From an optimization exercise on the open Yosys and OpenROAD flow, aimed at small area and a short achievable clock period; shortcuts taken in it are not production practice.
In this exercise RTL edits were held to simulation tests only and were not proved equivalent to the original.
Power figures rest on the tool's default switching activity, not on a simulated workload.

==> flow/design.v (excerpt) <==
module branch_predictor
#(
  parameter int XLEN    = 32,
  parameter int ENTRIES = 32,
  parameter int CNT_W   = 16
) (
  input  logic             clk,
  input  logic             reset,
  input  logic             enable,
  input  logic [XLEN-1:0]  lookup_pc,
  output logic             pred_taken,
  output logic [XLEN-1:0]  pred_target,
  input  logic             upd_valid,
  input  logic [XLEN-1:0]  upd_pc,
  input  logic             upd_taken,
  input  logic [XLEN-1:0]  upd_target,
  input  logic             upd_pred_taken,
  input  logic [XLEN-1:0]  upd_pred_target,
  output logic             mispredict,
  output logic [XLEN-1:0]  redirect_pc,
  output logic [CNT_W-1:0] mispredict_count
);
clock: 10.0 ns
lec_check: 0
cap_margin: 20
core_margin: 2
core_utilization: 40
cts_buf_list: sky130_fd_sc_hd__clkbuf_16
cts_cluster_diameter: 60
cts_cluster_size: 24
setup_slack_margin: 3.5
slew_margin: 20
run.sh (not shown) runs the stock make flow with config.mk's settings and CLKGATE_MAP_FILE= SYNTH_SCRIPT=/design/flow/synth_recipe.tcl, a recipe that flattens the netlist after the stock synthesis.
Then changed:
==> flow/flow/run.sh (new file) <==
#!/bin/bash
# Layout flow: the standard flow (standard.sh, all steps through finish),
# with the port buffers that global placement inserts made buf_2 cells
# instead of the flow's default choice. Every input and output port still
# gets its own buffer; everything else is the standard flow unchanged.
set -euo pipefail
export BUFFER_PORTS_ARGS="-buffer_cell sky130_fd_sc_hd__buf_2"
bash standard.sh finish > standard_flow.log 2>&1
==> flow/standard.sh (new file) <==
#!/bin/bash
# synth_recipe.tcl (not shown) runs the flow's synth.tcl, then flattens the netlist and writes it again
# the make line also repeats each setting of config.mk as NAME=value (left out here)
make -C /OpenROAD-flow-scripts/flow DESIGN_CONFIG=/design/flow/config.mk WORK_HOME=/design/flow/orfs CLKGATE_MAP_FILE= SYNTH_SCRIPT=/design/flow/synth_recipe.tcl "${@:-finish}"
Settings changed: CTS_CLUSTER_DIAMETER 60 to 80, PLACE_DENSITY set to 0.75.
removed: flow/run.sh
Effect: The changed run finished clean; count of clock-buffer cells in the layout fell by 34; worst setup slack gets worse by 0.18 ns; via count came out higher by 1.7%; final cell count drops by 1.7%; area after synthesis is unchanged; critical path depth increases by 4.
Then changed:
--- a/flow/flow/run.sh
+++ b/flow/flow/run.sh
@@ -3 +3 @@
-# with the port buffers that global placement inserts made buf_2 cells
+# with the port buffers that global placement inserts made buf_1 cells
@@ -7 +7 @@
-export BUFFER_PORTS_ARGS="-buffer_cell sky130_fd_sc_hd__buf_2"
+export BUFFER_PORTS_ARGS="-buffer_cell sky130_fd_sc_hd__buf_1"
Settings changed: CTS_CLUSTER_DIAMETER 80 to 100.
Final area falls by 1.2%.
Clock-buffer cell count falls by 6.
Setup slack degrades by 0.58 ns.
Critical path depth falls by 4.
Hold slack degrades by 0.0049 ns.

========
Another version of the RTL of branch_predictor (not shown whole).
For scale: about 4500 cells after synthesis, ~1900 flip-flops, ~220 I/O pins, about 82000 µm² of cells after synthesis.
// branch_predictor
module branch_predictor
#(
  parameter int XLEN    = 32,
  parameter int ENTRIES = 32,
  parameter int CNT_W   = 16
) (
  input  logic             clk,
  input  logic             reset,
  input  logic             enable,
  input  logic [XLEN-1:0]  lookup_pc,
  output logic             pred_taken,
  output logic [XLEN-1:0]  pred_target,
  input  logic             upd_valid,
  input  logic [XLEN-1:0]  upd_pc,
  input  logic             upd_taken,
  input  logic [XLEN-1:0]  upd_target,
  input  logic             upd_pred_taken,
  input  logic [XLEN-1:0]  upd_pred_target,
  output logic             mispredict,
  output logic [XLEN-1:0]  redirect_pc,
  output logic [CNT_W-1:0] mispredict_count
);
  localparam int IDX_W = $clog2(ENTRIES);
  localparam int TAG_W = XLEN - IDX_W - 2;
  logic [ENTRIES-1:0]             v_q;
  logic [ENTRIES-1:0]             p_q;
  logic [ENTRIES-1:0]             c0_q;
  logic [ENTRIES-1:0][TAG_W-1:0]  tag_q;
  ...
clock: 10.0 ns
lec_check: 0
cap_margin: 20
core_margin: 2
core_utilization: 50
cts_buf_list: sky130_fd_sc_hd__clkbuf_16
cts_cluster_diameter: 80
cts_cluster_size: 24
place_density: 0.75
setup_slack_margin: 3.5
slew_margin: 20
standard.sh (not shown) runs the stock make flow with config.mk's settings and CLKGATE_MAP_FILE= SYNTH_SCRIPT=/design/flow/synth_recipe.tcl, a recipe that flattens the netlist after the stock synthesis.
==> flow/flow/run.sh <==
#!/bin/bash
# Layout flow: the standard flow (standard.sh, all steps through finish),
# with the port buffers that global placement inserts made buf_2 cells
# instead of the flow's default choice. Every input and output port still
# gets its own buffer; everything else is the standard flow unchanged.
set -euo pipefail
export BUFFER_PORTS_ARGS="-buffer_cell sky130_fd_sc_hd__buf_2"
bash standard.sh finish > standard_flow.log 2>&1
The baseline ran to the end with no violations.
==> next run, changes <==
--- a/flow/config.mk
+++ b/flow/config.mk
@@ -8,5 +8,5 @@
 export CAP_MARGIN = 20
 export CORE_MARGIN = 2
-export CORE_UTILIZATION = 50
+export CORE_UTILIZATION = 40
 export CTS_BUF_LIST = sky130_fd_sc_hd__clkbuf_16
 export CTS_CLUSTER_DIAMETER = 80
The new run completed with no timing, DRC or antenna violations; routed wire length increases by 2.5%; via count is about the same; sequential share of layout area drops by 0.65 points; design area went up by 1.0%; setup slack degrades by 0.10 ns; worst hold slack gains 0.0032 ns.
==> next run, changes <==
--- a/flow/config.mk
+++ b/flow/config.mk
@@ -8,9 +8,9 @@
 export CAP_MARGIN = 20
 export CORE_MARGIN = 2
-export CORE_UTILIZATION = 40
+export CORE_UTILIZATION = 50
 export CTS_BUF_LIST = sky130_fd_sc_hd__clkbuf_16
 export CTS_CLUSTER_DIAMETER = 80
 export CTS_CLUSTER_SIZE = 24
 export PLACE_DENSITY = 0.75
-export SETUP_SLACK_MARGIN = 3.5
+export SETUP_SLACK_MARGIN = 4.5
 export SLEW_MARGIN = 20
Effect:
- The changed run completed with no timing, DRC or antenna violations
- count of clock-buffer cells in the layout climbs by 5
- worst setup slack gains 0.049 ns
- wire length climbs by 2.0%
- core utilization climbs by 13 points
- power climbs by 2.5%
- global-route usage climbs by 7.5 points

[static timing again, ports no longer ideal]
The flow's constraints put no driver on any port. The routed layouts listed below were extracted and timed again, unchanged, in two steps. Step 1, drivers: a clkbuf_16 drives clk and a buf_2 each remaining input, both assumed. Step 2 also shifts input and output timing later by t, the mid clock arrival at the registers, as if the neighbouring blocks saw the same clock. Three values: no drivers, after step 1, after step 2; two values: the first two.
run | t (ns) | setup WS [ns] | worst hold slack (ns) | cell pins on the clock port's net
the first run of note 1 | 0.904 | 2.379 / 2.291 / 2.291 | 0.475 / 0.475 / 0.475 | 1
the second run of note 1 | 0.873 | 2.197 / 2.018 / 2.018 | 0.479 / 0.479 / 0.479 | 1
the third run of note 1 | 0.868 | 1.613 / 1.482 / 1.482 | 0.474 / 0.474 / 0.474 | 1
the first run of note 2 | 0.860 | 2.753 / 2.340 / 2.340 | 0.474 / 0.474 / 0.474 | 1
the second run of note 2 | 0.844 | 2.648 / 2.221 / 2.221 | 0.477 / 0.477 / 0.477 | 1
the third run of note 2 | 0.845 | 2.697 / 2.412 / 2.412 | 0.472 / 0.472 / 0.472 | 1
After both steps setup and hold are still met in every run listed. For the second run of note 2, which loses most, drivers alone change the setup slack by -0.427 ns; drivers and shift together by -0.427 ns.
